Context: an optimization exercise on an open-source flow, tuned for small area, a short achievable clock period and few clock cycles per item. The choices shown serve that exercise and are no tape-out recipe. Where RTL was checked, it was by simulation tests only, not by an equivalence proof against the original. No functional check of the RTL was part of run 2.

==> flow/design.v (outline; a module is shown in full before it is edited, if it fits) <==
// module bfly_fin: 32 lines
// module bfly_pre: 96 lines
// module bfly_mul: 963 lines
// module bfly_red: 590 lines
// module bfly_reg: 12 lines
// module ntt_butterfly: 58 lines
module ntt_butterfly (
  input  logic        clk,
  input  logic        rst,
  input  logic        in_valid,
  output logic        in_ready,
  input  logic        in_mode,
  input  logic [11:0] in_a,
  input  logic [11:0] in_b,
  input  logic [11:0] in_zeta,
  input  logic [7:0]  in_idx,
  output logic        out_valid,
  input  logic        out_ready,
  output logic [11:0] out_a,
  output logic [11:0] out_b,
  output logic [7:0]  out_idx,
  output logic        busy
);
  // ...
==> flow/flow/run.sh <==
#!/bin/bash
# Standard layout with four changes to how it is made:
#  - port buffers are buf_2 cells instead of the flow's default choice (a
#    slow delay buffer);
#  - timing repair aims for a 6.1 ns critical path (setup margin 7.9 ns
#    against the 14 ns clock);
#  - the clock tree is built from clkbuf_8 cells;
#  - after the standard synthesis, invopt4.py picks the polarity of the
#    adder cells (a full adder is self-dual; a half adder is rebuilt as an
#    XOR/XNOR and an AND-type gate when that helps) and of gates that have a
#    complementary twin (AND/NAND, AOI/AO, ...) to drop the inverters Yosys
#    leaves between them; the netlist keeps the same function, registers
#    and ports.
set -euo pipefail
ARGS=("BUFFER_PORTS_ARGS=-buffer_cell sky130_fd_sc_hd__buf_2" SETUP_SLACK_MARGIN=7.9 "CTS_BUF_LIST=sky130_fd_sc_hd__clkbuf_8")
R=$PWD/orfs/results/$FLOW_PLATFORM/ntt_butterfly/base
bash standard.sh "${ARGS[@]}" synth > synth.log 2>&1
cp $R/1_2_yosys.v 1_2_yosys_standard.v
python3 flow/invopt4.py 1_2_yosys_standard.v $R/1_2_yosys.v > invopt.log 2>&1
rm -f $R/1_synth.odb $R/1_synth.sdc
bash standard.sh "${ARGS[@]}" finish > standard.log 2>&1
==> flow/standard.sh <==
#!/bin/bash
# synth_recipe.tcl (not shown) runs the flow's synth.tcl, then flattens the netlist and writes it again
# the make line also repeats each setting of config.mk as NAME=value (left out here)
make -C /OpenROAD-flow-scripts/flow DESIGN_CONFIG=/design/flow/config.mk WORK_HOME=/design/flow/orfs CLKGATE_MAP_FILE= SYNTH_SCRIPT=/design/flow/synth_recipe.tcl "${@:-finish}"
==> flow/config.mk <==
export PLATFORM = sky130hd
export DESIGN_NAME = ntt_butterfly
export DESIGN_NICKNAME = ntt_butterfly
export VERILOG_FILES = /design/flow/design.v
export SDC_FILE = /design/flow/constraint.sdc
export NUM_CORES = 4
export LEC_CHECK = 0
export CAP_MARGIN = 20
export CORE_MARGIN = 2
export CORE_UTILIZATION = 40
export SLEW_MARGIN = 20
==> flow/constraint.sdc <==
create_clock -name core_clock -period 14.0 [get_ports {clk}]
set_input_delay 2.8000 -clock core_clock [delete_from_list [all_inputs] [get_ports {clk}]]
set_output_delay 2.8000 -clock core_clock [all_outputs]
set_load 0.01 [all_outputs]
Not shown: flow/flow/invopt4.py
==> flow_summary.toml, run 1 <==
[run_status]
status = "timing/DRC/antenna clean"

[setup_path]
path_depth = 4
r2r_setup_slack_ps = 8080
path_cells = "buf_2, nor2_1, nor2_1, buf_2"

[global_route]
grt_pass1_vias = 9817

[detailed_routing]
routed.top_layer = "met4"
vias = 9412
drt_iter0_markers = 443
wl_um = 29900
wl_met1_um = 13500
dr_wl_met2_um = 14600
dr.pass1.iters = 5

[cells_and_area]
ff_latch_area_sq_um = 3920
num_antenna_cells = 0
n_all_inverters = 55
multi_input_cells = 1083
signal_buffers = 94
buffer_area_share_pct = 3.31

[sta]
final.period_utilization_pct = 42.5
hold_violations = 0
fin_crit_ps = 5950
rsz0062_at_grt = "true"
worst_pin_slew_ps = 1060
tns_ps = 0
final_max_slew_viol_count = 0

[die]
tap_cells = 455
core_sq_um = 34500

[worst_hold_path]
hold_class = "register to register"
min_to = "u_r2.q[2]$_DFFE_PP_"

[clock_network]
tritoncts = "done"
holdBufCountCts = 0
cts_inserted_buffers = 17

[synthesis]
synth.net_count = 1613
Testbench counts, summed over its fixed seeds: cycles 16,024, items 16,000.
==> module bfly_pre, before the edit <==
module bfly_pre (
  input  logic        mode,
  input  logic [11:0] a,
  input  logic [11:0] b,
  output logic [12:0] mx
);
  logic p_1;
  logic p_2;
  logic p_3;
  logic p_4;
  logic p_5;
  logic p_6;
  logic p_7;
  logic p_8;
  logic p_9;
  logic p_10;
  logic p_11;
  logic p_12;
  logic p_13;
  logic p_14;
  logic p_15;
  logic p_16;
  logic p_17;
  logic p_18;
  logic p_19;
  logic p_20;
  logic p_21;
  logic p_22;
  logic p_23;
  logic p_24;
  logic p_25;
  logic p_26;
  logic p_27;
  logic p_28;
  logic p_29;
  logic p_30;
  logic p_31;
  logic p_32;
  logic p_33;
  logic p_34;
  logic [12:0] p_35;
  logic p_36;
  logic p_37;
  logic p_38;
  logic p_39;
  logic p_40;
  logic p_41;
  logic p_42;
  logic p_43;
  logic [8:0] p_44;
  assign p_1 = mode & ~a[0];
  assign p_2 = mode & ~a[1];
  assign p_3 = mode & ~a[2];
  assign p_4 = mode & ~a[3];
  assign p_5 = mode & ~a[4];
  assign p_6 = mode & ~a[5];
  assign p_7 = mode & ~a[6];
  assign p_8 = mode & ~a[7];
  assign p_9 = mode & ~a[8];
  assign p_10 = mode & ~a[9];
  assign p_11 = mode & ~a[10];
  assign p_12 = mode & ~a[11];
  assign p_13 = b[1] ^ p_2;
  assign p_14 = b[1] & p_2;
  assign p_15 = b[2] ^ p_3;
  assign p_16 = b[2] & p_3;
  assign p_17 = b[3] ^ p_4;
  assign p_18 = b[3] & p_4;
  assign p_19 = b[4] ^ p_5;
  assign p_20 = b[4] & p_5;
  assign p_21 = b[5] ^ p_6;
  assign p_22 = b[5] & p_6;
  assign p_23 = b[6] ^ p_7;
  assign p_24 = b[6] & p_7;
  assign p_25 = b[7] ^ p_8;
  assign p_26 = b[7] & p_8;
  assign p_27 = b[8] ^ p_9 ^ mode;
  assign p_28 = (b[8] & p_9) | (mode & (b[8] ^ p_9));
  assign p_29 = b[9] ^ p_10;
  assign p_30 = b[9] & p_10;
  assign p_31 = b[10] ^ p_11 ^ mode;
  assign p_32 = (b[10] & p_11) | (mode & (b[10] ^ p_11));
  assign p_33 = b[11] ^ p_12 ^ mode;
  assign p_34 = (b[11] & p_12) | (mode & (b[11] ^ p_12));
  assign p_36 = b[0] ^ p_1;
  assign p_37 = b[0] & p_1;
  assign p_38 = mode ^ p_13 ^ p_37;
  assign p_39 = (mode & p_13) | (p_37 & (mode ^ p_13));
  assign p_40 = p_14 ^ p_15 ^ p_39;
  assign p_41 = (p_14 & p_15) | (p_39 & (p_14 ^ p_15));
  assign p_42 = p_16 ^ p_17 ^ p_41;
  assign p_43 = (p_16 & p_17) | (p_41 & (p_16 ^ p_17));
  assign p_44 = {mode, p_32, p_30, p_28, p_26, p_24, p_22, p_20, p_18} + {p_34, p_33, p_31, p_29, p_27, p_25, p_23, p_21, p_19} + {8'b0, p_43};
  assign p_35 = {p_44, {p_42, p_40, p_38, p_36}};
  assign mx = p_35;
endmodule
==> module bfly_mul, before the edit <==
module bfly_mul (
  input  logic        mode,
  input  logic [11:0] a,
  input  logic [12:0] mx,
  input  logic [11:0] zeta,
  output logic [24:0] p,
  output logic [12:0] xa
);
  logic m_1;
  logic m_2;
  logic m_3;
  logic m_4;
  logic m_5;
  logic m_6;
  logic m_7;
  logic m_8;
  logic m_9;
  logic m_10;
  logic m_11;
  logic m_12;
  logic m_13;
  logic m_14;
  logic m_15;
  logic m_16;
  logic m_17;
  logic m_18;
  logic m_19;
  logic m_20;
  logic m_21;
  logic m_22;
  logic m_23;
  logic m_24;
  logic m_25;
  logic m_26;
  logic m_27;
  logic m_28;
  logic m_29;
  logic m_30;
  logic m_31;
  logic m_32;
  logic m_33;
  logic m_34;
  logic m_35;
  logic m_36;
  logic m_37;
  logic m_38;
  logic m_39;
  logic m_40;
  logic m_41;
  logic m_42;
  logic m_43;
  logic m_44;
  logic m_45;
  logic m_46;
  logic m_47;
  logic m_48;
  logic m_49;
  logic m_50;
  logic m_51;
  logic m_52;
  logic m_53;
  logic m_54;
  logic m_55;
  logic m_56;
  logic m_57;
  logic m_58;
  logic m_59;
  logic m_60;
  logic m_61;
  logic m_62;
  logic m_63;
  logic m_64;
  logic m_65;
  logic m_66;
  logic m_67;
  logic m_68;
  logic m_69;
  logic m_70;
  logic m_71;
  logic m_72;
  logic m_73;
  logic m_74;
  logic m_75;
  logic m_76;
  logic m_77;
  logic m_78;
  logic m_79;
  logic m_80;
  logic m_81;
  logic m_82;
  logic m_83;
  logic m_84;
  logic m_85;
  logic m_86;
  logic m_87;
  logic m_88;
  logic m_89;
  logic m_90;
  logic m_91;
  logic m_92;
  logic m_93;
  logic m_94;
  logic m_95;
  logic m_96;
  logic m_97;
  logic m_98;
  logic m_99;
  logic m_100;
  logic m_101;
  logic m_102;
  logic m_103;
  logic m_104;
  logic m_105;
  logic m_106;
  logic m_107;
  logic m_108;
  logic m_109;
  logic m_110;
  logic m_111;
  logic m_112;
  logic m_113;
  logic m_114;
  logic m_115;
  logic m_116;
  logic m_117;
  logic m_118;
  logic m_119;
  logic m_120;
  logic m_121;
  logic m_122;
  logic m_123;
  logic m_124;
  logic m_125;
  logic m_126;
  logic m_127;
  logic m_128;
  logic m_129;
  logic m_130;
  logic m_131;
  logic m_132;
  logic m_133;
  logic m_134;
  logic m_135;
  logic m_136;
  logic m_137;
  logic m_138;
  logic m_139;
  logic m_140;
  logic m_141;
  logic m_142;
  logic m_143;
  logic m_144;
  logic m_145;
  logic m_146;
  logic m_147;
  logic m_148;
  logic m_149;
  logic m_150;
  logic m_151;
  logic m_152;
  logic m_153;
  logic m_154;
  logic m_155;
  logic m_156;
  logic m_157;
  logic m_158;
  logic m_159;
  logic m_160;
  logic m_161;
  logic m_162;
  logic m_163;
  logic m_164;
  logic m_165;
  logic m_166;
  logic m_167;
  logic m_168;
  logic m_169;
  logic m_170;
  logic m_171;
  logic m_172;
  logic m_173;
  logic m_174;
  logic m_175;
  logic m_176;
  logic m_177;
  logic m_178;
  logic m_179;
  logic m_180;
  logic m_181;
  logic m_182;
  logic m_183;
  logic m_184;
  logic m_185;
  logic m_186;
  logic m_187;
  logic m_188;
  logic m_189;
  logic m_190;
  logic m_191;
  logic m_192;
  logic m_193;
  logic m_194;
  logic m_195;
  logic m_196;
  logic m_197;
  logic m_198;
  logic m_199;
  logic m_200;
  logic m_201;
  logic m_202;
  logic m_203;
  logic m_204;
  logic m_205;
  logic m_206;
  logic m_207;
  logic m_208;
  logic m_209;
  logic m_210;
  logic m_211;
  logic m_212;
  logic m_213;
  logic m_214;
  logic m_215;
  logic m_216;
  logic m_217;
  logic m_218;
  logic m_219;
  logic m_220;
  logic m_221;
  logic m_222;
  logic m_223;
  logic m_224;
  logic m_225;
  logic m_226;
  logic m_227;
  logic m_228;
  logic m_229;
  logic m_230;
  logic m_231;
  logic m_232;
  logic m_233;
  logic m_234;
  logic m_235;
  logic m_236;
  logic m_237;
  logic m_238;
  logic m_239;
  logic m_240;
  logic m_241;
  logic m_242;
  logic m_243;
  logic m_244;
  logic m_245;
  logic m_246;
  logic m_247;
  logic m_248;
  logic m_249;
  logic m_250;
  logic m_251;
  logic m_252;
  logic m_253;
  logic m_254;
  logic m_255;
  logic m_256;
  logic m_257;
  logic m_258;
  logic m_259;
  logic m_260;
  logic m_261;
  logic m_262;
  logic m_263;
  logic m_264;
  logic m_265;
  logic m_266;
  logic m_267;
  logic m_268;
  logic m_269;
  logic m_270;
  logic m_271;
  logic m_272;
  logic m_273;
  logic m_274;
  logic m_275;
  logic m_276;
  logic m_277;
  logic m_278;
  logic m_279;
  logic m_280;
  logic m_281;
  logic m_282;
  logic m_283;
  logic m_284;
  logic m_285;
  logic m_286;
  logic m_287;
  logic m_288;
  logic m_289;
  logic m_290;
  logic m_291;
  logic m_292;
  logic m_293;
  logic m_294;
  logic m_295;
  logic m_296;
  logic m_297;
  logic m_298;
  logic m_299;
  logic m_300;
  logic m_301;
  logic m_302;
  logic m_303;
  logic m_304;
  logic m_305;
  logic m_306;
  logic m_307;
  logic m_308;
  logic m_309;
  logic m_310;
  logic m_311;
  logic m_312;
  logic m_313;
  logic m_314;
  logic m_315;
  logic m_316;
  logic m_317;
  logic m_318;
  logic m_319;
  logic m_320;
  logic m_321;
  logic m_322;
  logic m_323;
  logic m_324;
  logic m_325;
  logic m_326;
  logic m_327;
  logic m_328;
  logic m_329;
  logic m_330;
  logic m_331;
  logic m_332;
  logic m_333;
  logic m_334;
  logic m_335;
  logic m_336;
  logic m_337;
  logic m_338;
  logic m_339;
  logic m_340;
  logic m_341;
  logic m_342;
  logic m_343;
  logic m_344;
  logic m_345;
  logic m_346;
  logic m_347;
  logic m_348;
  logic m_349;
  logic m_350;
  logic m_351;
  logic m_352;
  logic m_353;
  logic m_354;
  logic m_355;
  logic m_356;
  logic m_357;
  logic m_358;
  logic m_359;
  logic m_360;
  logic m_361;
  logic m_362;
  logic m_363;
  logic m_364;
  logic m_365;
  logic m_366;
  logic m_367;
  logic m_368;
  logic m_369;
  logic m_370;
  logic m_371;
  logic m_372;
  logic m_373;
  logic m_374;
  logic m_375;
  logic m_376;
  logic m_377;
  logic m_378;
  logic m_379;
  logic m_380;
  logic m_381;
  logic m_382;
  logic m_383;
  logic m_384;
  logic m_385;
  logic m_386;
  logic m_387;
  logic m_388;
  logic m_389;
  logic m_390;
  logic m_391;
  logic m_392;
  logic m_393;
  logic m_394;
  logic m_395;
  logic m_396;
  logic [24:0] m_397;
  logic m_398;
  logic m_399;
  logic m_400;
  logic m_401;
  logic m_402;
  logic m_403;
  logic m_404;
  logic m_405;
  logic m_406;
  logic m_407;
  logic m_408;
  logic m_409;
  logic m_410;
  logic m_411;
  logic m_412;
  logic m_413;
  logic m_414;
  logic m_415;
  logic m_416;
  logic m_417;
  logic m_418;
  logic m_419;
  logic m_420;
  logic m_421;
  logic m_422;
  logic m_423;
  logic m_424;
  logic m_425;
  logic m_426;
  logic m_427;
  logic m_428;
  logic m_429;
  logic m_430;
  logic m_431;
  logic m_432;
  logic m_433;
  logic m_434;
  logic m_435;
  logic m_436;
  logic m_437;
  logic m_438;
  logic m_439;
  logic m_440;
  logic m_441;
  logic m_442;
  logic m_443;
  logic m_444;
  logic m_445;
  logic m_446;
  logic m_447;
  logic m_448;
  logic m_449;
  logic [12:0] m_450;
  logic m_451;
  logic m_452;
  logic m_453;
  logic m_454;
  logic m_455;
  logic m_456;
  logic m_457;
  logic m_458;
  logic m_459;
  logic m_460;
  logic m_461;
  logic m_462;
  logic m_463;
  logic m_464;
  logic m_465;
  logic m_466;
  logic m_467;
  logic m_468;
  logic m_469;
  logic m_470;
  logic m_471;
  logic m_472;
  logic m_473;
  logic m_474;
  logic m_475;
  logic m_476;
  assign m_1 = mx[0] & zeta[0];
  assign m_2 = mx[0] & zeta[1];
  assign m_3 = mx[0] & zeta[2];
  assign m_4 = mx[0] & zeta[3];
  assign m_5 = mx[0] & zeta[4];
  assign m_6 = mx[0] & zeta[5];
  assign m_7 = mx[0] & zeta[6];
  assign m_8 = mx[0] & zeta[7];
  assign m_9 = mx[0] & zeta[8];
  assign m_10 = mx[0] & zeta[9];
  assign m_11 = mx[0] & zeta[10];
  assign m_12 = mx[0] & zeta[11];
  assign m_13 = mx[1] & zeta[0];
  assign m_14 = mx[1] & zeta[1];
  assign m_15 = mx[1] & zeta[2];
  assign m_16 = mx[1] & zeta[3];
  assign m_17 = mx[1] & zeta[4];
  assign m_18 = mx[1] & zeta[5];
  assign m_19 = mx[1] & zeta[6];
  assign m_20 = mx[1] & zeta[7];
  assign m_21 = mx[1] & zeta[8];
  assign m_22 = mx[1] & zeta[9];
  assign m_23 = mx[1] & zeta[10];
  assign m_24 = mx[1] & zeta[11];
  assign m_25 = mx[2] & zeta[0];
  assign m_26 = mx[2] & zeta[1];
  assign m_27 = mx[2] & zeta[2];
  assign m_28 = mx[2] & zeta[3];
  assign m_29 = mx[2] & zeta[4];
  assign m_30 = mx[2] & zeta[5];
  assign m_31 = mx[2] & zeta[6];
  assign m_32 = mx[2] & zeta[7];
  assign m_33 = mx[2] & zeta[8];
  assign m_34 = mx[2] & zeta[9];
  assign m_35 = mx[2] & zeta[10];
  assign m_36 = mx[2] & zeta[11];
  assign m_37 = mx[3] & zeta[0];
  assign m_38 = mx[3] & zeta[1];
  assign m_39 = mx[3] & zeta[2];
  assign m_40 = mx[3] & zeta[3];
  assign m_41 = mx[3] & zeta[4];
  assign m_42 = mx[3] & zeta[5];
  assign m_43 = mx[3] & zeta[6];
  assign m_44 = mx[3] & zeta[7];
  assign m_45 = mx[3] & zeta[8];
  assign m_46 = mx[3] & zeta[9];
  assign m_47 = mx[3] & zeta[10];
  assign m_48 = mx[3] & zeta[11];
  assign m_49 = mx[4] & zeta[0];
  assign m_50 = mx[4] & zeta[1];
  assign m_51 = mx[4] & zeta[2];
  assign m_52 = mx[4] & zeta[3];
  assign m_53 = mx[4] & zeta[4];
  assign m_54 = mx[4] & zeta[5];
  assign m_55 = mx[4] & zeta[6];
  assign m_56 = mx[4] & zeta[7];
  assign m_57 = mx[4] & zeta[8];
  assign m_58 = mx[4] & zeta[9];
  assign m_59 = mx[4] & zeta[10];
  assign m_60 = mx[4] & zeta[11];
  assign m_61 = mx[5] & zeta[0];
  assign m_62 = mx[5] & zeta[1];
  assign m_63 = mx[5] & zeta[2];
  assign m_64 = mx[5] & zeta[3];
  assign m_65 = mx[5] & zeta[4];
  assign m_66 = mx[5] & zeta[5];
  assign m_67 = mx[5] & zeta[6];
  assign m_68 = mx[5] & zeta[7];
  assign m_69 = mx[5] & zeta[8];
  assign m_70 = mx[5] & zeta[9];
  assign m_71 = mx[5] & zeta[10];
  assign m_72 = mx[5] & zeta[11];
  assign m_73 = mx[6] & zeta[0];
  assign m_74 = mx[6] & zeta[1];
  assign m_75 = mx[6] & zeta[2];
  assign m_76 = mx[6] & zeta[3];
  assign m_77 = mx[6] & zeta[4];
  assign m_78 = mx[6] & zeta[5];
  assign m_79 = mx[6] & zeta[6];
  assign m_80 = mx[6] & zeta[7];
  assign m_81 = mx[6] & zeta[8];
  assign m_82 = mx[6] & zeta[9];
  assign m_83 = mx[6] & zeta[10];
  assign m_84 = mx[6] & zeta[11];
  assign m_85 = mx[7] & zeta[0];
  assign m_86 = mx[7] & zeta[1];
  assign m_87 = mx[7] & zeta[2];
  assign m_88 = mx[7] & zeta[3];
  assign m_89 = mx[7] & zeta[4];
  assign m_90 = mx[7] & zeta[5];
  assign m_91 = mx[7] & zeta[6];
  assign m_92 = mx[7] & zeta[7];
  assign m_93 = mx[7] & zeta[8];
  assign m_94 = mx[7] & zeta[9];
  assign m_95 = mx[7] & zeta[10];
  assign m_96 = mx[7] & zeta[11];
  assign m_97 = mx[8] & zeta[0];
  assign m_98 = mx[8] & zeta[1];
  assign m_99 = mx[8] & zeta[2];
  assign m_100 = mx[8] & zeta[3];
  assign m_101 = mx[8] & zeta[4];
  assign m_102 = mx[8] & zeta[5];
  assign m_103 = mx[8] & zeta[6];
  assign m_104 = mx[8] & zeta[7];
  assign m_105 = mx[8] & zeta[8];
  assign m_106 = mx[8] & zeta[9];
  assign m_107 = mx[8] & zeta[10];
  assign m_108 = mx[8] & zeta[11];
  assign m_109 = mx[9] & zeta[0];
  assign m_110 = mx[9] & zeta[1];
  assign m_111 = mx[9] & zeta[2];
  assign m_112 = mx[9] & zeta[3];
  assign m_113 = mx[9] & zeta[4];
  assign m_114 = mx[9] & zeta[5];
  assign m_115 = mx[9] & zeta[6];
  assign m_116 = mx[9] & zeta[7];
  assign m_117 = mx[9] & zeta[8];
  assign m_118 = mx[9] & zeta[9];
  assign m_119 = mx[9] & zeta[10];
  assign m_120 = mx[9] & zeta[11];
  assign m_121 = mx[10] & zeta[0];
  assign m_122 = mx[10] & zeta[1];
  assign m_123 = mx[10] & zeta[2];
  assign m_124 = mx[10] & zeta[3];
  assign m_125 = mx[10] & zeta[4];
  assign m_126 = mx[10] & zeta[5];
  assign m_127 = mx[10] & zeta[6];
  assign m_128 = mx[10] & zeta[7];
  assign m_129 = mx[10] & zeta[8];
  assign m_130 = mx[10] & zeta[9];
  assign m_131 = mx[10] & zeta[10];
  assign m_132 = mx[10] & zeta[11];
  assign m_133 = mx[11] & zeta[0];
  assign m_134 = mx[11] & zeta[1];
  assign m_135 = mx[11] & zeta[2];
  assign m_136 = mx[11] & zeta[3];
  assign m_137 = mx[11] & zeta[4];
  assign m_138 = mx[11] & zeta[5];
  assign m_139 = mx[11] & zeta[6];
  assign m_140 = mx[11] & zeta[7];
  assign m_141 = mx[11] & zeta[8];
  assign m_142 = mx[11] & zeta[9];
  assign m_143 = mx[11] & zeta[10];
  assign m_144 = mx[11] & zeta[11];
  assign m_145 = mx[12] & zeta[0];
  assign m_146 = mx[12] & zeta[1];
  assign m_147 = mx[12] & zeta[2];
  assign m_148 = mx[12] & zeta[3];
  assign m_149 = mx[12] & zeta[4];
  assign m_150 = mx[12] & zeta[5];
  assign m_151 = mx[12] & zeta[6];
  assign m_152 = mx[12] & zeta[7];
  assign m_153 = mx[12] & zeta[8];
  assign m_154 = mx[12] & zeta[9];
  assign m_155 = mx[12] & zeta[10];
  assign m_156 = mx[12] & zeta[11];
  assign m_157 = m_10 ^ m_21;
  assign m_158 = m_10 & m_21;
  assign m_159 = m_11 ^ m_22 ^ m_33;
  assign m_160 = (m_11 & m_22) | (m_33 & (m_11 ^ m_22));
  assign m_161 = m_44 ^ m_55;
  assign m_162 = m_44 & m_55;
  assign m_163 = m_12 ^ m_23 ^ m_34;
  assign m_164 = (m_12 & m_23) | (m_34 & (m_12 ^ m_23));
  assign m_165 = m_45 ^ m_56 ^ m_67;
  assign m_166 = (m_45 & m_56) | (m_67 & (m_45 ^ m_56));
  assign m_167 = m_78 ^ m_89;
  assign m_168 = m_78 & m_89;
  assign m_169 = m_24 ^ m_35 ^ m_46;
  assign m_170 = (m_24 & m_35) | (m_46 & (m_24 ^ m_35));
  assign m_171 = m_57 ^ m_68 ^ m_79;
  assign m_172 = (m_57 & m_68) | (m_79 & (m_57 ^ m_68));
  assign m_173 = m_90 ^ m_101 ^ m_112;
  assign m_174 = (m_90 & m_101) | (m_112 & (m_90 ^ m_101));
  assign m_175 = m_36 ^ m_47 ^ m_58;
  assign m_176 = (m_36 & m_47) | (m_58 & (m_36 ^ m_47));
  assign m_177 = m_69 ^ m_80 ^ m_91;
  assign m_178 = (m_69 & m_80) | (m_91 & (m_69 ^ m_80));
  assign m_179 = m_102 ^ m_113;
  assign m_180 = m_102 & m_113;
  assign m_181 = m_48 ^ m_59 ^ m_70;
  assign m_182 = (m_48 & m_59) | (m_70 & (m_48 ^ m_59));
  assign m_183 = m_81 ^ m_92 ^ m_103;
  assign m_184 = (m_81 & m_92) | (m_103 & (m_81 ^ m_92));
  assign m_185 = m_60 ^ m_71 ^ m_82;
  assign m_186 = (m_60 & m_71) | (m_82 & (m_60 ^ m_71));
  assign m_187 = m_7 ^ m_18;
  assign m_188 = m_7 & m_18;
  assign m_189 = m_8 ^ m_19 ^ m_30;
  assign m_190 = (m_8 & m_19) | (m_30 & (m_8 ^ m_19));
  assign m_191 = m_41 ^ m_52;
  assign m_192 = m_41 & m_52;
  assign m_193 = m_9 ^ m_20 ^ m_31;
  assign m_194 = (m_9 & m_20) | (m_31 & (m_9 ^ m_20));
  assign m_195 = m_42 ^ m_53 ^ m_64;
  assign m_196 = (m_42 & m_53) | (m_64 & (m_42 ^ m_53));
  assign m_197 = m_75 ^ m_86;
  assign m_198 = m_75 & m_86;
  assign m_199 = m_32 ^ m_43 ^ m_54;
  assign m_200 = (m_32 & m_43) | (m_54 & (m_32 ^ m_43));
  assign m_201 = m_65 ^ m_76 ^ m_87;
  assign m_202 = (m_65 & m_76) | (m_87 & (m_65 ^ m_76));
  assign m_203 = m_98 ^ m_109 ^ m_157;
  assign m_204 = (m_98 & m_109) | (m_157 & (m_98 ^ m_109));
  assign m_205 = m_66 ^ m_77 ^ m_88;
  assign m_206 = (m_66 & m_77) | (m_88 & (m_66 ^ m_77));
  assign m_207 = m_99 ^ m_110 ^ m_121;
  assign m_208 = (m_99 & m_110) | (m_121 & (m_99 ^ m_110));
  assign m_209 = m_158 ^ m_161 ^ m_159;
  assign m_210 = (m_158 & m_161) | (m_159 & (m_158 ^ m_161));
  assign m_211 = m_100 ^ m_111 ^ m_122;
  assign m_212 = (m_100 & m_111) | (m_122 & (m_100 ^ m_111));
  assign m_213 = m_133 ^ m_162 ^ m_167;
  assign m_214 = (m_133 & m_162) | (m_167 & (m_133 ^ m_162));
  assign m_215 = m_160 ^ m_163 ^ m_165;
  assign m_216 = (m_160 & m_163) | (m_165 & (m_160 ^ m_163));
  assign m_217 = m_123 ^ m_134 ^ m_145;
  assign m_218 = (m_123 & m_134) | (m_145 & (m_123 ^ m_134));
  assign m_219 = m_168 ^ m_164 ^ m_166;
  assign m_220 = (m_168 & m_164) | (m_166 & (m_168 ^ m_164));
  assign m_221 = m_169 ^ m_171 ^ m_173;
  assign m_222 = (m_169 & m_171) | (m_173 & (m_169 ^ m_171));
  assign m_223 = m_124 ^ m_135 ^ m_146;
  assign m_224 = (m_124 & m_135) | (m_146 & (m_124 ^ m_135));
  assign m_225 = m_179 ^ m_170 ^ m_172;
  assign m_226 = (m_179 & m_170) | (m_172 & (m_179 ^ m_170));
  assign m_227 = m_174 ^ m_175 ^ m_177;
  assign m_228 = (m_174 & m_175) | (m_177 & (m_174 ^ m_175));
  assign m_229 = m_114 ^ m_125 ^ m_136;
  assign m_230 = (m_114 & m_125) | (m_136 & (m_114 ^ m_125));
  assign m_231 = m_147 ^ m_180 ^ m_176;
  assign m_232 = (m_147 & m_180) | (m_176 & (m_147 ^ m_180));
  assign m_233 = m_178 ^ m_181 ^ m_183;
  assign m_234 = (m_178 & m_181) | (m_183 & (m_178 ^ m_181));
  assign m_235 = m_93 ^ m_104 ^ m_115;
  assign m_236 = (m_93 & m_104) | (m_115 & (m_93 ^ m_104));
  assign m_237 = m_126 ^ m_137 ^ m_148;
  assign m_238 = (m_126 & m_137) | (m_148 & (m_126 ^ m_137));
  assign m_239 = m_182 ^ m_184 ^ m_185;
  assign m_240 = (m_182 & m_184) | (m_185 & (m_182 ^ m_184));
  assign m_241 = m_72 ^ m_83 ^ m_94;
  assign m_242 = (m_72 & m_83) | (m_94 & (m_72 ^ m_83));
  assign m_243 = m_105 ^ m_116 ^ m_127;
  assign m_244 = (m_105 & m_116) | (m_127 & (m_105 ^ m_116));
  assign m_245 = m_138 ^ m_149 ^ m_186;
  assign m_246 = (m_138 & m_149) | (m_186 & (m_138 ^ m_149));
  assign m_247 = m_84 ^ m_95 ^ m_106;
  assign m_248 = (m_84 & m_95) | (m_106 & (m_84 ^ m_95));
  assign m_249 = m_117 ^ m_128 ^ m_139;
  assign m_250 = (m_117 & m_128) | (m_139 & (m_117 ^ m_128));
  assign m_251 = m_96 ^ m_107 ^ m_118;
  assign m_252 = (m_96 & m_107) | (m_118 & (m_96 ^ m_107));
  assign m_253 = m_5 ^ m_16;
  assign m_254 = m_5 & m_16;
  assign m_255 = m_6 ^ m_17 ^ m_28;
  assign m_256 = (m_6 & m_17) | (m_28 & (m_6 ^ m_17));
  assign m_257 = m_39 ^ m_50;
  assign m_258 = m_39 & m_50;
  assign m_259 = m_29 ^ m_40 ^ m_51;
  assign m_260 = (m_29 & m_40) | (m_51 & (m_29 ^ m_40));
  assign m_261 = m_62 ^ m_73 ^ m_187;
  assign m_262 = (m_62 & m_73) | (m_187 & (m_62 ^ m_73));
  assign m_263 = m_63 ^ m_74 ^ m_85;
  assign m_264 = (m_63 & m_74) | (m_85 & (m_63 ^ m_74));
  assign m_265 = m_188 ^ m_191 ^ m_189;
  assign m_266 = (m_188 & m_191) | (m_189 & (m_188 ^ m_191));
  assign m_267 = m_97 ^ m_192 ^ m_197;
  assign m_268 = (m_97 & m_192) | (m_197 & (m_97 ^ m_192));
  assign m_269 = m_190 ^ m_193 ^ m_195;
  assign m_270 = (m_190 & m_193) | (m_195 & (m_190 ^ m_193));
  assign m_271 = m_198 ^ m_194 ^ m_196;
  assign m_272 = (m_198 & m_194) | (m_196 & (m_198 ^ m_194));
  assign m_273 = m_199 ^ m_201 ^ m_203;
  assign m_274 = (m_199 & m_201) | (m_203 & (m_199 ^ m_201));
  assign m_275 = m_200 ^ m_202 ^ m_205;
  assign m_276 = (m_200 & m_202) | (m_205 & (m_200 ^ m_202));
  assign m_277 = m_207 ^ m_204 ^ m_209;
  assign m_278 = (m_207 & m_204) | (m_209 & (m_207 ^ m_204));
  assign m_279 = m_206 ^ m_208 ^ m_211;
  assign m_280 = (m_206 & m_208) | (m_211 & (m_206 ^ m_208));
  assign m_281 = m_213 ^ m_210 ^ m_215;
  assign m_282 = (m_213 & m_210) | (m_215 & (m_213 ^ m_210));
  assign m_283 = m_212 ^ m_217 ^ m_214;
  assign m_284 = (m_212 & m_217) | (m_214 & (m_212 ^ m_217));
  assign m_285 = m_216 ^ m_219 ^ m_221;
  assign m_286 = (m_216 & m_219) | (m_221 & (m_216 ^ m_219));
  assign m_287 = m_218 ^ m_223 ^ m_220;
  assign m_288 = (m_218 & m_223) | (m_220 & (m_218 ^ m_223));
  assign m_289 = m_222 ^ m_225 ^ m_227;
  assign m_290 = (m_222 & m_225) | (m_227 & (m_222 ^ m_225));
  assign m_291 = m_224 ^ m_229 ^ m_226;
  assign m_292 = (m_224 & m_229) | (m_226 & (m_224 ^ m_229));
  assign m_293 = m_228 ^ m_231 ^ m_233;
  assign m_294 = (m_228 & m_231) | (m_233 & (m_228 ^ m_231));
  assign m_295 = m_230 ^ m_235 ^ m_237;
  assign m_296 = (m_230 & m_235) | (m_237 & (m_230 ^ m_235));
  assign m_297 = m_232 ^ m_234 ^ m_239;
  assign m_298 = (m_232 & m_234) | (m_239 & (m_232 ^ m_234));
  assign m_299 = m_236 ^ m_238 ^ m_241;
  assign m_300 = (m_236 & m_238) | (m_241 & (m_236 ^ m_238));
  assign m_301 = m_243 ^ m_240 ^ m_245;
  assign m_302 = (m_243 & m_240) | (m_245 & (m_243 ^ m_240));
  assign m_303 = m_150 ^ m_242 ^ m_244;
  assign m_304 = (m_150 & m_242) | (m_244 & (m_150 ^ m_242));
  assign m_305 = m_247 ^ m_249 ^ m_246;
  assign m_306 = (m_247 & m_249) | (m_246 & (m_247 ^ m_249));
  assign m_307 = m_129 ^ m_140 ^ m_151;
  assign m_308 = (m_129 & m_140) | (m_151 & (m_129 ^ m_140));
  assign m_309 = m_248 ^ m_250 ^ m_251;
  assign m_310 = (m_248 & m_250) | (m_251 & (m_248 ^ m_250));
  assign m_311 = m_108 ^ m_119 ^ m_130;
  assign m_312 = (m_108 & m_119) | (m_130 & (m_108 ^ m_119));
  assign m_313 = m_141 ^ m_152 ^ m_252;
  assign m_314 = (m_141 & m_152) | (m_252 & (m_141 ^ m_152));
  assign m_315 = m_120 ^ m_131 ^ m_142;
  assign m_316 = (m_120 & m_131) | (m_142 & (m_120 ^ m_131));
  assign m_317 = m_4 ^ m_15;
  assign m_318 = m_4 & m_15;
  assign m_319 = m_27 ^ m_38 ^ m_49;
  assign m_320 = (m_27 & m_38) | (m_49 & (m_27 ^ m_38));
  assign m_321 = m_61 ^ m_254 ^ m_257;
  assign m_322 = (m_61 & m_254) | (m_257 & (m_61 ^ m_254));
  assign m_323 = m_258 ^ m_256 ^ m_259;
  assign m_324 = (m_258 & m_256) | (m_259 & (m_258 ^ m_256));
  assign m_325 = m_260 ^ m_263 ^ m_262;
  assign m_326 = (m_260 & m_263) | (m_262 & (m_260 ^ m_263));
  assign m_327 = m_264 ^ m_267 ^ m_266;
  assign m_328 = (m_264 & m_267) | (m_266 & (m_264 ^ m_267));
  assign m_329 = m_268 ^ m_270 ^ m_271;
  assign m_330 = (m_268 & m_270) | (m_271 & (m_268 ^ m_270));
  assign m_331 = m_272 ^ m_275 ^ m_274;
  assign m_332 = (m_272 & m_275) | (m_274 & (m_272 ^ m_275));
  assign m_333 = m_276 ^ m_279 ^ m_278;
  assign m_334 = (m_276 & m_279) | (m_278 & (m_276 ^ m_279));
  assign m_335 = m_280 ^ m_283 ^ m_282;
  assign m_336 = (m_280 & m_283) | (m_282 & (m_280 ^ m_283));
  assign m_337 = m_284 ^ m_286 ^ m_287;
  assign m_338 = (m_284 & m_286) | (m_287 & (m_284 ^ m_286));
  assign m_339 = m_288 ^ m_290 ^ m_291;
  assign m_340 = (m_288 & m_290) | (m_291 & (m_288 ^ m_290));
  assign m_341 = m_295 ^ m_292 ^ m_294;
  assign m_342 = (m_295 & m_292) | (m_294 & (m_295 ^ m_292));
  assign m_343 = m_296 ^ m_299 ^ m_298;
  assign m_344 = (m_296 & m_299) | (m_298 & (m_296 ^ m_299));
  assign m_345 = m_300 ^ m_303 ^ m_302;
  assign m_346 = (m_300 & m_303) | (m_302 & (m_300 ^ m_303));
  assign m_347 = m_307 ^ m_304 ^ m_309;
  assign m_348 = (m_307 & m_304) | (m_309 & (m_307 ^ m_304));
  assign m_349 = m_308 ^ m_311 ^ m_310;
  assign m_350 = (m_308 & m_311) | (m_310 & (m_308 ^ m_311));
  assign m_351 = m_153 ^ m_312 ^ m_315;
  assign m_352 = (m_153 & m_312) | (m_315 & (m_153 ^ m_312));
  assign m_353 = m_132 ^ m_143 ^ m_154;
  assign m_354 = (m_132 & m_143) | (m_154 & (m_132 ^ m_143));
  assign m_355 = m_3 ^ m_14;
  assign m_356 = m_3 & m_14;
  assign m_357 = m_26 ^ m_37 ^ m_317;
  assign m_358 = (m_26 & m_37) | (m_317 & (m_26 ^ m_37));
  assign m_359 = m_253 ^ m_318 ^ m_319;
  assign m_360 = (m_253 & m_318) | (m_319 & (m_253 ^ m_318));
  assign m_361 = m_255 ^ m_320 ^ m_321;
  assign m_362 = (m_255 & m_320) | (m_321 & (m_255 ^ m_320));
  assign m_363 = m_261 ^ m_322 ^ m_323;
  assign m_364 = (m_261 & m_322) | (m_323 & (m_261 ^ m_322));
  assign m_365 = m_265 ^ m_324 ^ m_325;
  assign m_366 = (m_265 & m_324) | (m_325 & (m_265 ^ m_324));
  assign m_367 = m_269 ^ m_326 ^ m_327;
  assign m_368 = (m_269 & m_326) | (m_327 & (m_269 ^ m_326));
  assign m_369 = m_273 ^ m_328 ^ m_329;
  assign m_370 = (m_273 & m_328) | (m_329 & (m_273 ^ m_328));
  assign m_371 = m_277 ^ m_330 ^ m_331;
  assign m_372 = (m_277 & m_330) | (m_331 & (m_277 ^ m_330));
  assign m_373 = m_281 ^ m_332 ^ m_333;
  assign m_374 = (m_281 & m_332) | (m_333 & (m_281 ^ m_332));
  assign m_375 = m_285 ^ m_334 ^ m_335;
  assign m_376 = (m_285 & m_334) | (m_335 & (m_285 ^ m_334));
  assign m_377 = m_289 ^ m_336 ^ m_337;
  assign m_378 = (m_289 & m_336) | (m_337 & (m_289 ^ m_336));
  assign m_379 = m_293 ^ m_338 ^ m_339;
  assign m_380 = (m_293 & m_338) | (m_339 & (m_293 ^ m_338));
  assign m_381 = m_297 ^ m_340 ^ m_341;
  assign m_382 = (m_297 & m_340) | (m_341 & (m_297 ^ m_340));
  assign m_383 = m_301 ^ m_342 ^ m_343;
  assign m_384 = (m_301 & m_342) | (m_343 & (m_301 ^ m_342));
  assign m_385 = m_305 ^ m_344 ^ m_345;
  assign m_386 = (m_305 & m_344) | (m_345 & (m_305 ^ m_344));
  assign m_387 = m_306 ^ m_347 ^ m_346;
  assign m_388 = (m_306 & m_347) | (m_346 & (m_306 ^ m_347));
  assign m_389 = m_313 ^ m_348 ^ m_349;
  assign m_390 = (m_313 & m_348) | (m_349 & (m_313 ^ m_348));
  assign m_391 = m_314 ^ m_351 ^ m_350;
  assign m_392 = (m_314 & m_351) | (m_350 & (m_314 ^ m_351));
  assign m_393 = m_316 ^ m_353 ^ m_352;
  assign m_394 = (m_316 & m_353) | (m_352 & (m_316 ^ m_353));
  assign m_395 = m_144 ^ m_155 ^ m_354;
  assign m_396 = (m_144 & m_155) | (m_354 & (m_144 ^ m_155));
  assign m_397 = {1'b0, m_156, m_394, m_392, m_390, m_388, m_386, m_384, m_382, m_380, m_378, m_376, m_374, m_372, m_370, m_368, m_366, m_364, m_362, m_360, m_358, m_356, m_25, m_2, m_1} + {1'b0, m_396, m_395, m_393, m_391, m_389, m_387, m_385, m_383, m_381, m_379, m_377, m_375, m_373, m_371, m_369, m_367, m_365, m_363, m_361, m_359, m_357, m_355, m_13, 1'b0};
  assign p = m_397;
  assign m_398 = mode ? 1'b0 : a[0];
  assign m_399 = mode & mx[0];
  assign m_400 = mode ? a[0] : a[1];
  assign m_401 = mode & mx[1];
  assign m_402 = mode ? a[1] : a[2];
  assign m_403 = mode & mx[2];
  assign m_404 = mode ? a[2] : a[3];
  assign m_405 = mode & mx[3];
  assign m_406 = mode ? a[3] : a[4];
  assign m_407 = mode & mx[4];
  assign m_408 = mode ? a[4] : a[5];
  assign m_409 = mode & mx[5];
  assign m_410 = mode ? a[5] : a[6];
  assign m_411 = mode & mx[6];
  assign m_412 = mode ? a[6] : a[7];
  assign m_413 = mode & mx[7];
  assign m_414 = mode ? a[7] : a[8];
  assign m_415 = mode & mx[8];
  assign m_416 = mode ? a[8] : a[9];
  assign m_417 = mode & mx[9];
  assign m_418 = mode ? a[9] : a[10];
  assign m_419 = mode & mx[10];
  assign m_420 = mode ? a[10] : a[11];
  assign m_421 = mode & mx[11];
  assign m_422 = mode ? a[11] : 1'b0;
  assign m_423 = mode & mx[12];
  assign m_424 = m_398 ^ m_399;
  assign m_425 = m_398 & m_399;
  assign m_426 = m_400 ^ m_401 ^ mode;
  assign m_427 = (m_400 & m_401) | (mode & (m_400 ^ m_401));
  assign m_428 = m_402 ^ m_403 ^ mode;
  assign m_429 = (m_402 & m_403) | (mode & (m_402 ^ m_403));
  assign m_430 = m_404 ^ m_405 ^ mode;
  assign m_431 = (m_404 & m_405) | (mode & (m_404 ^ m_405));
  assign m_432 = m_406 ^ m_407 ^ mode;
  assign m_433 = (m_406 & m_407) | (mode & (m_406 ^ m_407));
  assign m_434 = m_408 ^ m_409 ^ mode;
  assign m_435 = (m_408 & m_409) | (mode & (m_408 ^ m_409));
  assign m_436 = m_410 ^ m_411 ^ mode;
  assign m_437 = (m_410 & m_411) | (mode & (m_410 ^ m_411));
  assign m_438 = m_412 ^ m_413 ^ mode;
  assign m_439 = (m_412 & m_413) | (mode & (m_412 ^ m_413));
  assign m_440 = m_414 ^ m_415;
  assign m_441 = m_414 & m_415;
  assign m_442 = m_416 ^ m_417 ^ mode;
  assign m_443 = (m_416 & m_417) | (mode & (m_416 ^ m_417));
  assign m_444 = m_418 ^ m_419;
  assign m_445 = m_418 & m_419;
  assign m_446 = m_420 ^ m_421;
  assign m_447 = m_420 & m_421;
  assign m_448 = m_422 ^ m_423 ^ mode;
  assign m_449 = (m_422 & m_423) | (mode & (m_422 ^ m_423));
  assign m_451 = mode ^ m_424;
  assign m_452 = mode & m_424;
  assign m_453 = m_425 ^ m_426 ^ m_452;
  assign m_454 = (m_425 & m_426) | (m_452 & (m_425 ^ m_426));
  assign m_455 = m_427 ^ m_428 ^ m_454;
  assign m_456 = (m_427 & m_428) | (m_454 & (m_427 ^ m_428));
  assign m_457 = m_429 ^ m_430 ^ m_456;
  assign m_458 = (m_429 & m_430) | (m_456 & (m_429 ^ m_430));
  assign m_459 = m_431 ^ m_432 ^ m_458;
  assign m_460 = (m_431 & m_432) | (m_458 & (m_431 ^ m_432));
  assign m_461 = m_433 ^ m_434 ^ m_460;
  assign m_462 = (m_433 & m_434) | (m_460 & (m_433 ^ m_434));
  assign m_463 = m_435 ^ m_436 ^ m_462;
  assign m_464 = (m_435 & m_436) | (m_462 & (m_435 ^ m_436));
  assign m_465 = m_437 ^ m_438 ^ m_464;
  assign m_466 = (m_437 & m_438) | (m_464 & (m_437 ^ m_438));
  assign m_467 = m_439 ^ m_440 ^ m_466;
  assign m_468 = (m_439 & m_440) | (m_466 & (m_439 ^ m_440));
  assign m_469 = m_441 ^ m_442 ^ m_468;
  assign m_470 = (m_441 & m_442) | (m_468 & (m_441 ^ m_442));
  assign m_471 = m_443 ^ m_444 ^ m_470;
  assign m_472 = (m_443 & m_444) | (m_470 & (m_443 ^ m_444));
  assign m_473 = m_445 ^ m_446 ^ m_472;
  assign m_474 = (m_445 & m_446) | (m_472 & (m_445 ^ m_446));
  assign m_475 = m_447 ^ m_448 ^ m_474;
  assign m_476 = (m_447 & m_448) | (m_474 & (m_447 ^ m_448));
  assign m_450 = {m_475, m_473, m_471, m_469, m_467, m_465, m_463, m_461, m_459, m_457, m_455, m_453, m_451};
  assign xa = m_450;
endmodule
==> module ntt_butterfly, before the edit <==
module ntt_butterfly (
  input  logic        clk,
  input  logic        rst,
  input  logic        in_valid,
  output logic        in_ready,
  input  logic        in_mode,
  input  logic [11:0] in_a,
  input  logic [11:0] in_b,
  input  logic [11:0] in_zeta,
  input  logic [7:0]  in_idx,
  output logic        out_valid,
  input  logic        out_ready,
  output logic [11:0] out_a,
  output logic [11:0] out_b,
  output logic [7:0]  out_idx,
  output logic        busy
);
  logic        en;
  logic        v1, v2, v3;
  logic        v3_n;    
  logic [12:0] mx;
  logic        m1, m2;
  logic [11:0] a1, z1;
  logic [12:0] mx1, xa, xa2;
  logic [7:0]  idx1, idx2, idx3;
  logic [24:0] p, p2;
  logic [13:0] sa, sa3;
  logic [12:0] sb, sb3;
  assign en       = !v3 || out_ready;
  assign in_ready = (v3_n || out_ready) && !rst;
  always_ff @(posedge clk) begin
    if (rst) begin
      v1   <= 1'b0;
      v2   <= 1'b0;
      v3   <= 1'b0;
      v3_n <= 1'b1;
    end else if (en) begin
      v1   <= in_valid;
      v2   <= v1;
      v3   <= v2;
      v3_n <= !v2;
    end
  end
  bfly_pre u_pre (.mode(in_mode), .a(in_a), .b(in_b), .mx(mx));
  bfly_reg #(.W(1 + 12 + 13 + 12 + 8)) u_r1 (
    .clk(clk), .en(en), .d({in_mode, in_a, mx, in_zeta, in_idx}),
    .q({m1, a1, mx1, z1, idx1}));
  bfly_mul u_mul (.mode(m1), .a(a1), .mx(mx1), .zeta(z1), .p(p), .xa(xa));
  bfly_reg #(.W(1 + 13 + 25 + 8)) u_r2 (
    .clk(clk), .en(en), .d({m1, xa, p, idx1}), .q({m2, xa2, p2, idx2}));
  bfly_red u_red (.mode(m2), .xa(xa2), .p(p2), .sa(sa), .sb(sb));
  bfly_reg #(.W(14 + 13 + 8)) u_r3 (
    .clk(clk), .en(en), .d({sa, sb, idx2}), .q({sa3, sb3, idx3}));
  bfly_fin u_fin (.sa(sa3), .sb(sb3), .ra(out_a), .rb(out_b));
  assign out_idx   = idx3;
  assign out_valid = v3;
  assign busy      = v1 || v2 || v3;
endmodule
==> inputs of run 2 (changes only) <==
--- a/flow/design.v
+++ b/flow/design.v
@@ -34,7 +34,8 @@
   input  logic        mode,
   input  logic [11:0] a,
   input  logic [11:0] b,
-  output logic [12:0] mx
+  output logic [12:0] mx,
+  output logic [12:0] xa
 );
   logic p_1;
   logic p_2;
@@ -80,6 +81,28 @@
   logic p_42;
   logic p_43;
   logic [8:0] p_44;
+  logic p_45;
+  logic p_46;
+  logic p_47;
+  logic p_48;
+  logic p_49;
+  logic p_50;
+  logic p_51;
+  logic p_52;
+  logic p_53;
+  logic p_54;
+  logic p_55;
+  logic p_56;
+  logic [12:0] p_57;
+  logic p_58;
+  logic p_59;
+  logic p_60;
+  logic p_61;
+  logic p_62;
+  logic p_63;
+  logic p_64;
+  logic p_65;
+  logic [8:0] p_66;
   assign p_1 = mode & ~a[0];
   assign p_2 = mode & ~a[1];
   assign p_3 = mode & ~a[2];
@@ -125,14 +148,34 @@
   assign p_44 = {mode, p_32, p_30, p_28, p_26, p_24, p_22, p_20, p_18} + {p_34, p_33, p_31, p_29, p_27, p_25, p_23, p_21, p_19} + {8'b0, p_43};
   assign p_35 = {p_44, {p_42, p_40, p_38, p_36}};
   assign mx = p_35;
+  assign p_45 = mode & b[0];
+  assign p_46 = mode & b[1];
+  assign p_47 = mode & b[2];
+  assign p_48 = mode & b[3];
+  assign p_49 = mode & b[4];
+  assign p_50 = mode & b[5];
+  assign p_51 = mode & b[6];
+  assign p_52 = mode & b[7];
+  assign p_53 = mode & b[8];
+  assign p_54 = mode & b[9];
+  assign p_55 = mode & b[10];
+  assign p_56 = mode & b[11];
+  assign p_58 = a[0] ^ p_45;
+  assign p_59 = a[0] & p_45;
+  assign p_60 = a[1] ^ p_46 ^ p_59;
+  assign p_61 = (a[1] & p_46) | (p_59 & (a[1] ^ p_46));
+  assign p_62 = a[2] ^ p_47 ^ p_61;
+  assign p_63 = (a[2] & p_47) | (p_61 & (a[2] ^ p_47));
+  assign p_64 = a[3] ^ p_48 ^ p_63;
+  assign p_65 = (a[3] & p_48) | (p_63 & (a[3] ^ p_48));
+  assign p_66 = {1'b0, a[11], a[10], a[9], a[8], a[7], a[6], a[5], a[4]} + {1'b0, p_56, p_55, p_54, p_53, p_52, p_51, p_50, p_49} + {8'b0, p_65};
+  assign p_57 = {p_66, {p_64, p_62, p_60, p_58}};
+  assign xa = p_57;
 endmodule
 module bfly_mul (
-  input  logic        mode,
-  input  logic [11:0] a,
   input  logic [12:0] mx,
   input  logic [11:0] zeta,
-  output logic [24:0] p,
-  output logic [12:0] xa
+  output logic [24:0] p
 );
   logic m_1;
   logic m_2;
@@ -531,85 +574,6 @@
   logic m_395;
   logic m_396;
   logic [24:0] m_397;
-  logic m_398;
-  logic m_399;
-  logic m_400;
-  logic m_401;
-  logic m_402;
-  logic m_403;
-  logic m_404;
-  logic m_405;
-  logic m_406;
-  logic m_407;
-  logic m_408;
-  logic m_409;
-  logic m_410;
-  logic m_411;
-  logic m_412;
-  logic m_413;
-  logic m_414;
-  logic m_415;
-  logic m_416;
-  logic m_417;
-  logic m_418;
-  logic m_419;
-  logic m_420;
-  logic m_421;
-  logic m_422;
-  logic m_423;
-  logic m_424;
-  logic m_425;
-  logic m_426;
-  logic m_427;
-  logic m_428;
-  logic m_429;
-  logic m_430;
-  logic m_431;
-  logic m_432;
-  logic m_433;
-  logic m_434;
-  logic m_435;
-  logic m_436;
-  logic m_437;
-  logic m_438;
-  logic m_439;
-  logic m_440;
-  logic m_441;
-  logic m_442;
-  logic m_443;
-  logic m_444;
-  logic m_445;
-  logic m_446;
-  logic m_447;
-  logic m_448;
-  logic m_449;
-  logic [12:0] m_450;
-  logic m_451;
-  logic m_452;
-  logic m_453;
-  logic m_454;
-  logic m_455;
-  logic m_456;
-  logic m_457;
-  logic m_458;
-  logic m_459;
-  logic m_460;
-  logic m_461;
-  logic m_462;
-  logic m_463;
-  logic m_464;
-  logic m_465;
-  logic m_466;
-  logic m_467;
-  logic m_468;
-  logic m_469;
-  logic m_470;
-  logic m_471;
-  logic m_472;
-  logic m_473;
-  logic m_474;
-  logic m_475;
-  logic m_476;
   assign m_1 = mx[0] & zeta[0];
   assign m_2 = mx[0] & zeta[1];
   assign m_3 = mx[0] & zeta[2];
@@ -1008,86 +972,6 @@
   assign m_396 = (m_144 & m_155) | (m_354 & (m_144 ^ m_155));
   assign m_397 = {1'b0, m_156, m_394, m_392, m_390, m_388, m_386, m_384, m_382, m_380, m_378, m_376, m_374, m_372, m_370, m_368, m_366, m_364, m_362, m_360, m_358, m_356, m_25, m_2, m_1} + {1'b0, m_396, m_395, m_393, m_391, m_389, m_387, m_385, m_383, m_381, m_379, m_377, m_375, m_373, m_371, m_369, m_367, m_365, m_363, m_361, m_359, m_357, m_355, m_13, 1'b0};
   assign p = m_397;
-  assign m_398 = mode ? 1'b0 : a[0];
-  assign m_399 = mode & mx[0];
-  assign m_400 = mode ? a[0] : a[1];
-  assign m_401 = mode & mx[1];
-  assign m_402 = mode ? a[1] : a[2];
-  assign m_403 = mode & mx[2];
-  assign m_404 = mode ? a[2] : a[3];
-  assign m_405 = mode & mx[3];
-  assign m_406 = mode ? a[3] : a[4];
-  assign m_407 = mode & mx[4];
-  assign m_408 = mode ? a[4] : a[5];
-  assign m_409 = mode & mx[5];
-  assign m_410 = mode ? a[5] : a[6];
-  assign m_411 = mode & mx[6];
-  assign m_412 = mode ? a[6] : a[7];
-  assign m_413 = mode & mx[7];
-  assign m_414 = mode ? a[7] : a[8];
-  assign m_415 = mode & mx[8];
-  assign m_416 = mode ? a[8] : a[9];
-  assign m_417 = mode & mx[9];
-  assign m_418 = mode ? a[9] : a[10];
-  assign m_419 = mode & mx[10];
-  assign m_420 = mode ? a[10] : a[11];
-  assign m_421 = mode & mx[11];
-  assign m_422 = mode ? a[11] : 1'b0;
-  assign m_423 = mode & mx[12];
-  assign m_424 = m_398 ^ m_399;
-  assign m_425 = m_398 & m_399;
-  assign m_426 = m_400 ^ m_401 ^ mode;
-  assign m_427 = (m_400 & m_401) | (mode & (m_400 ^ m_401));
-  assign m_428 = m_402 ^ m_403 ^ mode;
-  assign m_429 = (m_402 & m_403) | (mode & (m_402 ^ m_403));
-  assign m_430 = m_404 ^ m_405 ^ mode;
-  assign m_431 = (m_404 & m_405) | (mode & (m_404 ^ m_405));
-  assign m_432 = m_406 ^ m_407 ^ mode;
-  assign m_433 = (m_406 & m_407) | (mode & (m_406 ^ m_407));
-  assign m_434 = m_408 ^ m_409 ^ mode;
-  assign m_435 = (m_408 & m_409) | (mode & (m_408 ^ m_409));
-  assign m_436 = m_410 ^ m_411 ^ mode;
-  assign m_437 = (m_410 & m_411) | (mode & (m_410 ^ m_411));
-  assign m_438 = m_412 ^ m_413 ^ mode;
-  assign m_439 = (m_412 & m_413) | (mode & (m_412 ^ m_413));
-  assign m_440 = m_414 ^ m_415;
-  assign m_441 = m_414 & m_415;
-  assign m_442 = m_416 ^ m_417 ^ mode;
-  assign m_443 = (m_416 & m_417) | (mode & (m_416 ^ m_417));
-  assign m_444 = m_418 ^ m_419;
-  assign m_445 = m_418 & m_419;
-  assign m_446 = m_420 ^ m_421;
-  assign m_447 = m_420 & m_421;
-  assign m_448 = m_422 ^ m_423 ^ mode;
-  assign m_449 = (m_422 & m_423) | (mode & (m_422 ^ m_423));
-  assign m_451 = mode ^ m_424;
-  assign m_452 = mode & m_424;
-  assign m_453 = m_425 ^ m_426 ^ m_452;
-  assign m_454 = (m_425 & m_426) | (m_452 & (m_425 ^ m_426));
-  assign m_455 = m_427 ^ m_428 ^ m_454;
-  assign m_456 = (m_427 & m_428) | (m_454 & (m_427 ^ m_428));
-  assign m_457 = m_429 ^ m_430 ^ m_456;
-  assign m_458 = (m_429 & m_430) | (m_456 & (m_429 ^ m_430));
-  assign m_459 = m_431 ^ m_432 ^ m_458;
-  assign m_460 = (m_431 & m_432) | (m_458 & (m_431 ^ m_432));
-  assign m_461 = m_433 ^ m_434 ^ m_460;
-  assign m_462 = (m_433 & m_434) | (m_460 & (m_433 ^ m_434));
-  assign m_463 = m_435 ^ m_436 ^ m_462;
-  assign m_464 = (m_435 & m_436) | (m_462 & (m_435 ^ m_436));
-  assign m_465 = m_437 ^ m_438 ^ m_464;
-  assign m_466 = (m_437 & m_438) | (m_464 & (m_437 ^ m_438));
-  assign m_467 = m_439 ^ m_440 ^ m_466;
-  assign m_468 = (m_439 & m_440) | (m_466 & (m_439 ^ m_440));
-  assign m_469 = m_441 ^ m_442 ^ m_468;
-  assign m_470 = (m_441 & m_442) | (m_468 & (m_441 ^ m_442));
-  assign m_471 = m_443 ^ m_444 ^ m_470;
-  assign m_472 = (m_443 & m_444) | (m_470 & (m_443 ^ m_444));
-  assign m_473 = m_445 ^ m_446 ^ m_472;
-  assign m_474 = (m_445 & m_446) | (m_472 & (m_445 ^ m_446));
-  assign m_475 = m_447 ^ m_448 ^ m_474;
-  assign m_476 = (m_447 & m_448) | (m_474 & (m_447 ^ m_448));
-  assign m_450 = {m_475, m_473, m_471, m_469, m_467, m_465, m_463, m_461, m_459, m_457, m_455, m_453, m_451};
-  assign xa = m_450;
 endmodule
 module bfly_red (
   input  logic        mode,
@@ -1713,8 +1597,8 @@
   logic        v3_n;    
   logic [12:0] mx;
   logic        m1, m2;
-  logic [11:0] a1, z1;
-  logic [12:0] mx1, xa, xa2;
+  logic [11:0] z1;
+  logic [12:0] xa, xa1, mx1, xa2;
   logic [7:0]  idx1, idx2, idx3;
   logic [24:0] p, p2;
   logic [13:0] sa, sa3;
@@ -1734,13 +1618,13 @@
       v3_n <= !v2;
     end
   end
-  bfly_pre u_pre (.mode(in_mode), .a(in_a), .b(in_b), .mx(mx));
-  bfly_reg #(.W(1 + 12 + 13 + 12 + 8)) u_r1 (
-    .clk(clk), .en(en), .d({in_mode, in_a, mx, in_zeta, in_idx}),
-    .q({m1, a1, mx1, z1, idx1}));
-  bfly_mul u_mul (.mode(m1), .a(a1), .mx(mx1), .zeta(z1), .p(p), .xa(xa));
+  bfly_pre u_pre (.mode(in_mode), .a(in_a), .b(in_b), .mx(mx), .xa(xa));
+  bfly_reg #(.W(1 + 13 + 13 + 12 + 8)) u_r1 (
+    .clk(clk), .en(en), .d({in_mode, xa, mx, in_zeta, in_idx}),
+    .q({m1, xa1, mx1, z1, idx1}));
+  bfly_mul u_mul (.mx(mx1), .zeta(z1), .p(p));
   bfly_reg #(.W(1 + 13 + 25 + 8)) u_r2 (
-    .clk(clk), .en(en), .d({m1, xa, p, idx1}), .q({m2, xa2, p2, idx2}));
+    .clk(clk), .en(en), .d({m1, xa1, p, idx1}), .q({m2, xa2, p2, idx2}));
   bfly_red u_red (.mode(m2), .xa(xa2), .p(p2), .sa(sa), .sb(sb));
   bfly_reg #(.W(14 + 13 + 8)) u_r3 (
     .clk(clk), .en(en), .d({sa, sb, idx2}), .q({sa3, sb3, idx3}));
==> flow_summary.toml, run 2 <==
[clock_network]
cts-root-buf = "clkbuf_8"
tritoncts = "done"
htree_levels = 4
clk_path_buf_depth = 2
clkLatencyLatePin_ps = 470
cts.sinks = 133
path_clk_slew_ps = 100
cts_inserted_buffers = 17

[detailed_routing]
drc_errors = 0
vias = 9609
dr.pass1.iters = 5
wl_um = 29100
drt_iter0_markers = 538
drtAntennaViolNets = 0
wl_per_cell_um = 15.5
vias_per_cell = 5.12

[setup_path]
cp-startpoint = "u_r2.q[10]$_DFFE_PP_"
crit_buf_inv = 2
crit_family = "adder cells"
cp_data_required_time_ps = 14220
cp_max_fo = 3
path_common_cell = "fa_1"
slowest_stage = "fa_2"
path_depth = 20
slowest_delay_ps = 590
reg2reg_to = "u_r3.q[20]$_DFFE_PP_"
path_cells = "inv_2, fa_1, fa_2, xnor2_2, inv_2, o21a_1, o21ai_2, o21bai_2, a21oi_2, or4_4, fa_1, fa_1, fa_1, ha_4, or2_2, a21oi_2, nor3_1, a2111oi_2, a21oi_1, xnor2_1"
start_kind = "register"
cp.arrival_ps = 6200
reg2reg_depth = 20
endpoint_kind = "register"
critPathKind = "register to register"
crit_path_end = "u_r3.q[20]$_DFFE_PP_"
r2r_start = "u_r2.q[10]$_DFFE_PP_"
r2r_setup_slack_ps = 8020

[global_route]
grt_start_max_net_pins = 79
grt_pass1_vias = 9907
grt_usage_pct = 16.9
antenna_found_initial = 0
grt.overflow.total = 0
grt_first_pass_wirelength_um = 49000

[cells_and_area]
layout.nets = 1711
fin_cells = 1875
area_growth_pct = 11.3
largestRegisters = "u_r1.q x47, u_r2.q x47, u_r3.q x35"
final_cell_mix = "nand2_1, fa_1, edfxtp_1"
num_antenna_cells = 0
final_common_cell = "nand2_1"
drive_gt1_share_pct = 13.0
multi_input_area_sq_um = 9670
ff_latch_area_sq_um = 3950
fillers = 3253

[die]
ios = 84
start_util_pct = 40.4
die-area_sq_um = 36200
die_x_um = 190
die_h_um = 190
core_sq_um = 34400
rows = 68

[place]
gp_congestion = 0.855
io_buffers = 83
place_hpwl_um = 22700
dp.cells = 1825

[sta]
rsz0062_at_grt = "true"
worst_pin_slew_ps = 996
final.period_utilization_pct = 42.7
hold_violations = 0
fin_skew_ps = 14.8
tns_ps = 0
relSlewSlack_pct = 33.6
setup_viol = 0
fin_crit_ps = 5980
hold_slack_ps = 412
final_max_slew_viol_count = 0
max_freq_ghz = 0.167

[worst_hold_path]
hold_class = "register to register"

[synthesis]
synth_warnings = 4
synth_area_sq_um = 13900
syn_area_per_cell_sq_um = 10.5
synth.net_count = 1630
syn_inst = 1326

[run_status]
status = "timing/DRC/antenna clean"

[flow_run]
cap_violations = 0
-- run 2: through the flow --
step | area, sq um | utilization (%) | setup slack [ps]
after floorplan | 13900 | - | 7870
after global placement | 14700 | 42.9 | 7330
after detailed placement | 14700 | 42.9 | 7310
after CTS | 15200 | 44.3 | 7840
after global routing | 15500 | 45.0 | 7770
final | 15500 | 45.0 | 8020
-- run 2: per-layer routing --
| layer | GRT usage (%) | vias to the layer above | part of all wire [%] |
|---|---|---|---|
| met5 | 0 | - | 0 |
| met4 | 4.20 | 0 | 1.1 |
| met3 | 2.65 | 20 | 3.7 |
| met2 | 28.7 | 221 | 49 |
| met1 | 22.6 | 4739 | 46 |
| li1 | - | 4629 | - |
-- run 2: timing repair --
action                     CTS  global route
hold buffers                 0             0
setup buffers                3            15
setup endpoints to repair    3            21
resized for setup            3            32
pin swaps                    1            20
-- run 2: worst min-delay path by stage --
stage                         startpoint                   end  slack [ps]  depth (start not counted)
global placement     u_r1.q[3]$_DFFE_PP_   u_r2.q[3]$_DFFE_PP_         400                          0
detailed placement   u_r1.q[2]$_DFFE_PP_   u_r2.q[2]$_DFFE_PP_         400                          0
CTS                 u_r1.q[42]$_DFFE_PP_  u_r2.q[42]$_DFFE_PP_         410                          0
floorplan            u_r1.q[0]$_DFFE_PP_   u_r2.q[0]$_DFFE_PP_         400                          0
global route        u_r1.q[42]$_DFFE_PP_  u_r2.q[42]$_DFFE_PP_         430                          0
finish              u_r1.q[42]$_DFFE_PP_  u_r2.q[42]$_DFFE_PP_         410                          0
-- run 2: layout make-up --
type | instances | share of cell area [%]
Timing Repair Buffer | 102 | 3.71
Multi-Input combinational cell | 1083 | 62.5
Clock inverter | 15 | 1.31
Inverter | 70 | 1.72
Sequential cell | 133 | 25.6
Tap cell | 455 | 3.68
Clock buffer | 17 | 1.51
-- run 2: worst register-to-register path: stages, from the launching register on --
cell	delay, ps
edfxtp_1	430
inv_2	110
fa_1	440
fa_2	590
xnor2_2	140
inv_2	60
o21a_1	190
o21ai_2	140
o21bai_2	150
a21oi_2	90
or4_4	500
fa_1	390
fa_1	460
fa_1	590
ha_4	240
or2_2	320
a21oi_2	150
nor3_1	80
a2111oi_2	370
a21oi_1	130
xnor2_1	150

## re-timing with driven ports
The results above use ideal ports. As a check the final layouts listed here were re-extracted and re-timed, cells and wires unchanged. Step 1, drivers: a clkbuf_16 drives clk and a buf_2 each remaining input, both assumed. Step 2 moves the port delays by t, midway between the first and last clock arrival at a register: inputs arrive t later, outputs are due t later. That takes back most of the time a late clock gives input paths. Three values: ideal, step 1, step 2; two values: the first two.
run	t, ns	setup slack, ns	hold WS [ns]	worst setup path after step 2	worst data-port slew with drivers (ns)
run 1	0.506	8.045 / 8.027 / 7.588	0.423 / 0.423 / 0.423	input to register	0.03
run 2	0.512	8.017 / 8.017 / 7.566	0.412 / 0.412 / 0.412	input to register	0.06
After both steps every run listed still meets setup and hold. The setup slack of run 1, which loses most, moves by -0.018 ns with the drivers and by -0.457 ns with both steps.
